Context: an optimization exercise on an open-source flow, tuned for small area and a short achievable clock period. The choices shown serve that exercise and are no tape-out recipe.
RTL that was checked went through simulation tests only; none was proved equivalent to the original.
Power figures rest on the tool's default switching activity, not on a simulated workload.

Design pwl_transform_engine, start of the top module:
module pwl_transform_engine (
  input  logic        clock,
  input  logic        rst_n,
  input  logic        tbl_wr,
  input  logic [3:0]  tbl_addr,
  input  logic [11:0] tbl_m,
  input  logic [11:0] tbl_c,
  input  logic        cal_begin,
  output logic        cal_busy,
  output logic        cal_valid,
  input  logic        in_valid,
  input  logic [11:0] indata,
  output logic        out_valid,
  output logic [11:0] outdata
);
  logic        busy_q, pre_a_q, pre_b_q, pre_c_q, div_q, finm_q, holdm_q, fin_q, hold_q;
  logic        vm_q, valid_q;
  logic [3:0]  cnt_q, seg_q, ra_q;
  logic        start, seg_end, last_seg, adv, radv;
  assign start    = cal_begin & ~busy_q;
  assign seg_end  = div_q & (cnt_q == 4'd11);
  assign last_seg = seg_q == 4'd14;
  assign adv      = pre_b_q | (div_q & (cnt_q == 4'd10));
  assign radv     = pre_a_q | (div_q & (cnt_q == 4'd9));
  always_ff @(posedge clock or negedge rst_n) begin
    if (!rst_n) begin
      busy_q  <= 1'b0;
      pre_a_q <= 1'b0;
      pre_b_q <= 1'b0;
      pre_c_q <= 1'b0;
      div_q   <= 1'b0;
      finm_q  <= 1'b0;
      holdm_q <= 1'b1;
      fin_q   <= 1'b0;
      hold_q  <= 1'b1;
      vm_q    <= 1'b0;
      valid_q <= 1'b0;
      cnt_q   <= '0;
      seg_q   <= '0;
      ra_q    <= '0;
    end else begin
      pre_a_q <= start;
      pre_b_q <= pre_a_q;
      pre_c_q <= pre_b_q;
      if (pre_c_q)                  div_q <= 1'b1;
      else if (seg_end && last_seg) div_q <= 1'b0;
      finm_q  <= div_q & last_seg & (cnt_q == 4'd10);
  ...
Size in the first run: about 5,900 cells after synthesis, ~1,400 flip-flops, roughly 57,000 um^2 of cells after synthesis.
Settings: LEC_CHECK=0, ABC_AREA=1, CAP_MARGIN=20, CORE_MARGIN=2, CORE_UTILIZATION=60, SLEW_MARGIN=20; clock period 10.0 ns.
standard.sh (not shown) runs the stock make flow with config.mk's settings and CLKGATE_MAP_FILE= SYNTH_SCRIPT=/design/flow/synth_recipe.tcl, a recipe that flattens the netlist after the stock synthesis.
==> flow/flow/run.sh <==
#!/bin/bash
# The standard layout (standard.sh: unchanged synthesis and ORFS steps) with two changes
# to how the layout is made, both set on make's command line:
# - SETUP_SLACK_MARGIN (flow/margin.txt): ORFS's timing repair aims for this much setup slack
#   at the design's clock period;
# - CTS_ARGS (flow/cts_args.txt): clock tree synthesis options (no dummy loads, buffer list).
# make's full output goes to flow_make.log here; ORFS keeps each step's log under orfs/logs/.
set -euo pipefail
MARGIN=$(cat flow/margin.txt)
CTS=$(cat flow/cts_args.txt)
sed "s|^make -C|make SETUP_SLACK_MARGIN=$MARGIN 'CTS_ARGS=$CTS' -C|" standard.sh > standard_own.sh
bash standard_own.sh > flow_make.log 2>&1
==> flow/flow/cts_args.txt <==
-sink_clustering_enable -repair_clock_nets -dont_use_dummy_load -buf_list sky130_fd_sc_hd__clkbuf_8
==> flow/flow/margin.txt <==
6.3
Edit:
--- a/flow/design.v
+++ b/flow/design.v
@@ -146,52 +146,53 @@
   end
   logic        v1_q, v2_q, v3_q;
   logic [11:0] x_q, m_q;
   logic [15:0] ge_x, top, sel1, sel_q, sels_q;
   logic        below;
   logic [11:0] m1;
   function automatic logic ge12(input logic [11:0] a, input logic [11:0] b);
     logic [11:0] g, p;
-    logic [3:0]  g3, p3;
+    logic [5:0]  g1, p1;
+    logic [2:0]  g2, p2;
     g = a & ~b;
     p = a | ~b;
     g[0] = p[0];
-    for (int k = 0; k < 4; k++) begin
-      g3[k] = g[3*k+2] | (p[3*k+2] & g[3*k+1]) | (p[3*k+2] & p[3*k+1] & g[3*k]);
-      p3[k] = &p[3*k +: 3];
+    for (int k = 0; k < 6; k++) begin
+      g1[k] = g[2*k+1] | (p[2*k+1] & g[2*k]);
+      p1[k] = p[2*k+1] & p[2*k];
     end
-    ge12 = g3[3] | (p3[3] & g3[2]) | (p3[3] & p3[2] & g3[1]) | (p3[3] & p3[2] & p3[1] & g3[0]);
+    for (int k = 0; k < 3; k++) begin
+      g2[k] = g1[2*k+1] | (p1[2*k+1] & g1[2*k]);
+      p2[k] = p1[2*k+1] & p1[2*k];
+    end
+    ge12 = g2[2] | (p2[2] & g2[1]) | (p2[2] & p2[1] & g2[0]);
   endfunction
-  logic [11:0] l1 [8];
-  logic [11:0] l2 [4];
-  logic [11:0] l3 [2];
-  logic [7:0]  v1;
-  logic [3:0]  v2;
-  logic [1:0]  v3;
+  logic [15:0] lt;
+  logic [3:0]  any, gtop;
+  logic [11:0] mg [4];
   always_comb begin
     for (int i = 0; i < 16; i++) ge_x[i] = ge12(indata, am_q[i]);
     below = ~ge_x[0];
-    for (int i = 0; i < 8; i++) begin
-      l1[i] = ge_x[2*i+1] ? am_q[2*i+1] : am_q[2*i];
-      v1[i] = ge_x[2*i+1] | ge_x[2*i];
-    end
-    for (int i = 0; i < 4; i++) begin
-      l2[i] = v1[2*i+1] ? l1[2*i+1] : l1[2*i];
-      v2[i] = v1[2*i+1] | v1[2*i];
-    end
-    for (int i = 0; i < 2; i++) begin
-      l3[i] = v2[2*i+1] ? l2[2*i+1] : l2[2*i];
-      v3[i] = v2[2*i+1] | v2[2*i];
+    for (int g = 0; g < 4; g++) begin
+      any[g] = |ge_x[4*g +: 4];
+      for (int j = 0; j < 4; j++) begin
+        lt[4*g+j] = ge_x[4*g+j];
+        for (int k = j + 1; k < 4; k++) lt[4*g+j] = lt[4*g+j] & ~ge_x[4*g+k];
+      end
+      mg[g] = '0;
+      for (int j = 0; j < 4; j++) mg[g] = mg[g] | (am_q[4*g+j] & {12{lt[4*g+j]}});
     end
-    m1 = v3[1] ? l3[1] : l3[0];
-    for (int i = 0; i < 16; i++) begin
-      top[i] = ge_x[i];
-      for (int j = i + 1; j < 16; j++) top[i] = top[i] & ~ge_x[j];
+    for (int g = 0; g < 4; g++) begin
+      gtop[g] = any[g];
+      for (int h = g + 1; h < 4; h++) gtop[g] = gtop[g] & ~any[h];
     end
+    m1 = '0;
+    for (int g = 0; g < 4; g++) m1 = m1 | (mg[g] & {12{gtop[g]}});
+    for (int i = 0; i < 16; i++) top[i] = lt[i] & gtop[i/4];
     for (int i = 0; i < 16; i++) sel1[i] = vm_q & (below ? (i == 0) : top[i]);
   end
   always_ff @(posedge clock) begin
     x_q   <= indata;
     m_q   <= m1;
     sel_q <= sel1;
     sels_q <= sel1 & {16{ge_x[0]}};
   end
The new run finished clean. Wire length grows by 4.3%. Global-route usage grows by 1.5 points. Area after synthesis hardly moves. Die area is about the same. Critical path depth grows by 8. Total power shrinks by 0.53%. Design area grows by 0.65%. Flip-flop and latch count stays the same. Clock-buffer cell count shrinks by 3.
Function not checked in the first run of this note: the RTL went through the layout flow alone.

what the ideal ports hide:
No port has a modelled driver above. Below, the same layouts with a new extraction and two added sets of constraints.
Step 1, drivers: a clkbuf_16 drives clock and a buf_2 each remaining input, both assumed.
Step 2 adds t to the input delays and takes it off the output delays; t is the mean of the earliest and latest rising clock arrival at the registers after step 1. Input paths then give back, and output paths get back, about the clock's delay inside the block.
Slacks: ideal ports / drivers / drivers and shift; pairs: ideal ports / drivers.
| run | shift t [ns] | setup WS [ns] | worst setup path after step 2 | worst data-port slew with drivers (ns) |
|---|---|---|---|---|
| the first run | 0.959 | 6.169 / 6.169 / 5.359 | input to register | 0.11 |
| the second run | 0.935 | 6.275 / 6.283 / 5.392 | input to register | 0.10 |
After both steps setup and hold are still met in every run listed. The setup slack of the second run, which loses most, moves by +0.008 ns with the drivers and by -0.883 ns with both steps.
